Source: an optimization exercise on an open RTL-to-GDS flow (aim: small area and a short achievable clock period). Production flows keep margins and buffers that such runs may drop. RTL that was checked went through simulation tests only; none was proved equivalent to the original. Power is estimated from default activity; no workload was simulated.

==> flow/design.v <==
module i2c_eeprom_slave #(
    parameter logic [6:0]  DEV_ADDR  = 7'h50,
    parameter int unsigned MEM_DEPTH = 256,
    parameter int unsigned PAGE_SIZE = 8
) (
    input  logic       clk,
    input  logic       rst_n,
    input  logic       i2c_scl,
    input  logic       i2c_sda_in,
    output logic       i2c_sda_oe,
    output logic       busy,
    output logic       wr_valid,
    output logic [7:0] wr_addr,
    output logic [7:0] wr_data
);
    localparam int unsigned AW = $clog2(MEM_DEPTH);
    typedef enum logic [3:0] {
        S_IDLE, S_DEV, S_DEV_ACK, S_WADDR, S_WADDR_ACK,
        S_WDATA, S_WDATA_ACK, S_RDATA, S_RACK, S_WAIT_STOP
    } state_t;
    state_t        r_state;
    state_t        w_state_nxt;
    logic [1:0]    r_scl_sync;
    logic [1:0]    r_sda_sync;
    logic          r_scl_d;
    logic          r_sda_d;
    logic [7:0]    r_shift;
    logic [3:0]    r_cnt;
    logic [AW-1:0] r_ptr;
    logic          r_ack;
    logic          r_sda_oe;
    logic          r_busy;
    logic          r_wr_valid;
    logic [7:0]    r_wr_addr;
    logic [7:0]    r_wr_data;
    logic [3:0]    r_rot;
    logic          r_pend_v;
    logic [7:0]    r_pend_addr;
    logic [7:0]    r_pend_data;
    logic [7:0]    r_rd_buf;
    logic [127:0]  r_ring [16];
    logic [7:0]    w_tap;
    logic          w_pend_ins;
    logic          w_scl;
    logic          w_sda;
    logic          w_scl_rise;
    logic          w_scl_fall;
    logic          w_start;
    logic          w_stop;
    logic          w_byte_done;
    logic          w_addr_match;
    logic [7:0]    w_shift_in;
    logic [7:0]    w_rd_byte;
    logic [AW-1:0] w_rd_ptr_nxt;
    logic [AW-1:0] w_wr_ptr_nxt;
    logic          w_oe_nxt;
    logic          w_busy_nxt;
    logic          w_mem_we;
    logic          w_tx_load;
    always_ff @(posedge clk or negedge rst_n) begin
        if (!rst_n) begin
            r_scl_sync <= '1;
            r_sda_sync <= '1;
            r_scl_d    <= 1'b1;
            r_sda_d    <= 1'b1;
        end else begin
            r_scl_sync <= {r_scl_sync[0], i2c_scl};
            r_sda_sync <= {r_sda_sync[0], i2c_sda_in};
            r_scl_d    <= r_scl_sync[1];
            r_sda_d    <= r_sda_sync[1];
        end
    end
    assign w_scl        = r_scl_sync[1];
    assign w_sda        = r_sda_sync[1];
    assign w_scl_rise   = w_scl & ~r_scl_d;
    assign w_scl_fall   = ~w_scl & r_scl_d;
    assign w_start      = w_scl & r_scl_d & r_sda_d & ~w_sda;
    assign w_stop       = w_scl & r_scl_d & ~r_sda_d & w_sda;
    assign w_byte_done  = (r_cnt == 4'd8);
    assign w_addr_match = (r_shift[7:1] == DEV_ADDR);
    assign w_shift_in   = {r_shift[6:0], w_sda};
    assign w_rd_byte    = r_rd_buf;
    assign w_rd_ptr_nxt = (r_ptr == AW'(MEM_DEPTH - 1)) ? '0 : r_ptr + 1'b1;
    assign w_wr_ptr_nxt = w_rd_ptr_nxt;
    always_ff @(posedge clk or negedge rst_n) begin
        if (!rst_n) r_state <= S_IDLE;
        else        r_state <= w_state_nxt;
    end
    always_comb begin
        w_state_nxt = r_state;
        if (w_start) begin
            w_state_nxt = S_DEV;
        end else if (w_stop) begin
            w_state_nxt = S_IDLE;
        end else if (w_scl_fall) begin
            case (r_state)
                S_DEV:       if (w_byte_done) w_state_nxt = w_addr_match ? S_DEV_ACK : S_WAIT_STOP;
                S_DEV_ACK:   w_state_nxt = r_shift[0] ? S_RDATA : S_WADDR;
                S_WADDR:     if (w_byte_done) w_state_nxt = S_WADDR_ACK;
                S_WADDR_ACK: w_state_nxt = S_WDATA;
                S_WDATA:     if (w_byte_done) w_state_nxt = S_WDATA_ACK;
                S_WDATA_ACK: w_state_nxt = S_WDATA;
                S_RDATA:     if (w_byte_done) w_state_nxt = S_RACK;
                S_RACK:      w_state_nxt = r_ack ? S_WAIT_STOP : S_RDATA;
                default:     ;
            endcase
        end
    end
    always_comb begin
        w_oe_nxt   = r_sda_oe;
        w_busy_nxt = r_busy;
        w_mem_we   = (r_state == S_WDATA) && w_scl_rise && (r_cnt == 4'd7);
        w_tx_load  = 1'b0;
        if (w_start || w_stop) begin
            w_oe_nxt = 1'b0;
            if (w_stop) w_busy_nxt = 1'b0;
        end else if (w_scl_fall) begin
            case (w_state_nxt)
                S_DEV_ACK, S_WADDR_ACK, S_WDATA_ACK: w_oe_nxt = 1'b1;
                S_RDATA: begin
                    if (r_state != S_RDATA) begin
                        w_tx_load = 1'b1;
                        w_oe_nxt  = ~w_rd_byte[7];
                    end else begin
                        w_oe_nxt  = ~r_shift[6];
                    end
                end
                default: w_oe_nxt = 1'b0;
            endcase
            if (w_state_nxt == S_DEV_ACK)
                w_busy_nxt = 1'b1;
            else if (r_state == S_DEV && w_state_nxt == S_WAIT_STOP)
                w_busy_nxt = 1'b0;
        end
    end
    always_ff @(posedge clk or negedge rst_n) begin
        if (!rst_n) begin
            r_shift    <= '0;
            r_cnt      <= '0;
            r_ptr      <= '0;
            r_ack      <= 1'b1;
            r_sda_oe   <= 1'b0;
            r_busy     <= 1'b0;
            r_wr_valid <= 1'b0;
            r_wr_addr  <= '0;
            r_wr_data  <= '0;
        end else begin
            r_sda_oe   <= w_oe_nxt;
            r_busy     <= w_busy_nxt;
            r_wr_valid <= w_mem_we;
            if (w_start || w_stop) begin
                r_cnt <= '0;
            end else if (w_tx_load) begin
                r_shift <= w_rd_byte;
                r_cnt   <= '0;
                r_ptr   <= w_rd_ptr_nxt;
            end else begin
                case (r_state)
                    S_DEV, S_WADDR, S_WDATA: begin
                        if (w_scl_rise && !w_byte_done) begin
                            r_shift <= w_shift_in;
                            r_cnt   <= r_cnt + 4'd1;
                        end else if (w_scl_fall && w_byte_done) begin
                            r_cnt <= '0;
                            if (r_state == S_WADDR) r_ptr <= AW'(r_shift);
                        end
                        if (w_mem_we) begin
                            r_wr_addr <= 8'(r_ptr);
                            r_wr_data <= w_shift_in;
                            r_ptr     <= w_wr_ptr_nxt;
                        end
                    end
                    S_RDATA: begin
                        if (w_scl_rise)
                            r_cnt <= r_cnt + 4'd1;
                        else if (w_scl_fall && !w_byte_done)
                            r_shift <= {r_shift[6:0], 1'b0};
                    end
                    S_RACK: begin
                        if (w_scl_rise) r_ack <= w_sda;
                    end
                    default: ;
                endcase
            end
        end
    end
    always_ff @(posedge clk) begin
        r_rot <= r_rot + 4'd1;
    end
    assign w_pend_ins = r_pend_v && (r_rot == r_pend_addr[3:0]);
    for (genvar h = 0; h < 16; h++) begin : g_ring
        always_ff @(posedge clk) begin
            r_ring[h] <= {(w_pend_ins && r_pend_addr[7:4] == 4'(h)) ? r_pend_data : r_ring[h][7:0],
                          r_ring[h][127:8]};
        end
    end
    assign w_tap = r_ring[r_ptr[7:4]][7:0];
    always_ff @(posedge clk) begin
        if (w_mem_we) begin
            r_pend_v    <= 1'b1;
            r_pend_addr <= 8'(r_ptr);
            r_pend_data <= w_shift_in;
        end else if (w_pend_ins) begin
            r_pend_v    <= 1'b0;
        end
    end
    always_ff @(posedge clk) begin
        if (r_pend_v && r_pend_addr == 8'(r_ptr))
            r_rd_buf <= r_pend_data;
        else if (r_rot == r_ptr[3:0])
            r_rd_buf <= w_tap;
    end
    assign i2c_sda_oe = r_sda_oe;
    assign busy       = r_busy;
    assign wr_valid   = r_wr_valid;
    assign wr_addr    = r_wr_addr;
    assign wr_data    = r_wr_data;
endmodule
Settings: LEC_CHECK=0, CAP_MARGIN=20, CORE_MARGIN=2, CORE_UTILIZATION=40, SLEW_MARGIN=20; clock period 4.5 ns.
run.sh (not shown) runs the stock make flow with config.mk's settings and CLKGATE_MAP_FILE= SYNTH_SCRIPT=/design/flow/synth_recipe.tcl, a recipe that flattens the netlist after the stock synthesis.
Next try:
--- a/flow/design.v
+++ b/flow/design.v
@@ -34,12 +34,5 @@
     logic [7:0]    r_wr_addr;
     logic [7:0]    r_wr_data;
-    logic [3:0]    r_rot;
-    logic          r_pend_v;
-    logic [7:0]    r_pend_addr;
-    logic [7:0]    r_pend_data;
-    logic [7:0]    r_rd_buf;
-    logic [127:0]  r_ring [16];
-    logic [7:0]    w_tap;
-    logic          w_pend_ins;
+    logic [7:0]    r_mem [MEM_DEPTH];
     logic          w_scl;
     logic          w_sda;
@@ -80,5 +73,5 @@
     assign w_addr_match = (r_shift[7:1] == DEV_ADDR);
     assign w_shift_in   = {r_shift[6:0], w_sda};
-    assign w_rd_byte    = r_rd_buf;
+    assign w_rd_byte    = r_mem[r_ptr];
     assign w_rd_ptr_nxt = (r_ptr == AW'(MEM_DEPTH - 1)) ? '0 : r_ptr + 1'b1;
     assign w_wr_ptr_nxt = w_rd_ptr_nxt;
@@ -186,28 +179,5 @@
     end
     always_ff @(posedge clk) begin
-        r_rot <= r_rot + 4'd1;
-    end
-    assign w_pend_ins = r_pend_v && (r_rot == r_pend_addr[3:0]);
-    for (genvar h = 0; h < 16; h++) begin : g_ring
-        always_ff @(posedge clk) begin
-            r_ring[h] <= {(w_pend_ins && r_pend_addr[7:4] == 4'(h)) ? r_pend_data : r_ring[h][7:0],
-                          r_ring[h][127:8]};
-        end
-    end
-    assign w_tap = r_ring[r_ptr[7:4]][7:0];
-    always_ff @(posedge clk) begin
-        if (w_mem_we) begin
-            r_pend_v    <= 1'b1;
-            r_pend_addr <= 8'(r_ptr);
-            r_pend_data <= w_shift_in;
-        end else if (w_pend_ins) begin
-            r_pend_v    <= 1'b0;
-        end
-    end
-    always_ff @(posedge clk) begin
-        if (r_pend_v && r_pend_addr == 8'(r_ptr))
-            r_rd_buf <= r_pend_data;
-        else if (r_rot == r_ptr[3:0])
-            r_rd_buf <= w_tap;
+        if (w_mem_we) r_mem[r_ptr] <= w_shift_in;
     end
     assign i2c_sda_oe = r_sda_oe;
After rerunning:
- The changed run completed without violations
- total power grows by about 17%
- die area grows by about 70%
- synthesized cell count grows by about 45%
- register-to-register slack degrades by 1.2 ns
- routed wire length grows to 3.1 times its value
- worst hold slack improves by 0.22 ns
- clock skew grows by 0.041 ns
No functional check of the RTL was part of the second run of this note.

## what the ideal ports hide
Ports are ideal in the flow. The routed layouts listed here were re-timed in OpenROAD. Step 1 sets driving cells, clkbuf_16 on the clock port and buf_2 on the other inputs (assumed; they add their load-dependent delay and slew). Step 2 times the ports against the registers' clock, not the clock port: input delays grow and output delays shrink by t, the midpoint of the rising clock arrivals with the driver on. a / b / c = ideal / step 1 / step 2; a / b = the first two.
| run | shift t [ns] | setup WS [ns] | worst hold slack (ns) | worst setup path at the end | slew at the worst register clock pin (ns) |
|---|---|---|---|---|---|
| the first run | 0.808 | 1.518 / 1.518 / 1.518 | 0.143 / 0.099 / 0.309 | register to register | 0.07 / 0.07 |
| the second run | 0.953 | 0.289 / 0.289 / 0.289 | 0.361 / 0.361 / 0.361 | register to register | 0.07 / 0.07 |
After both steps setup and hold are still met in every run listed.
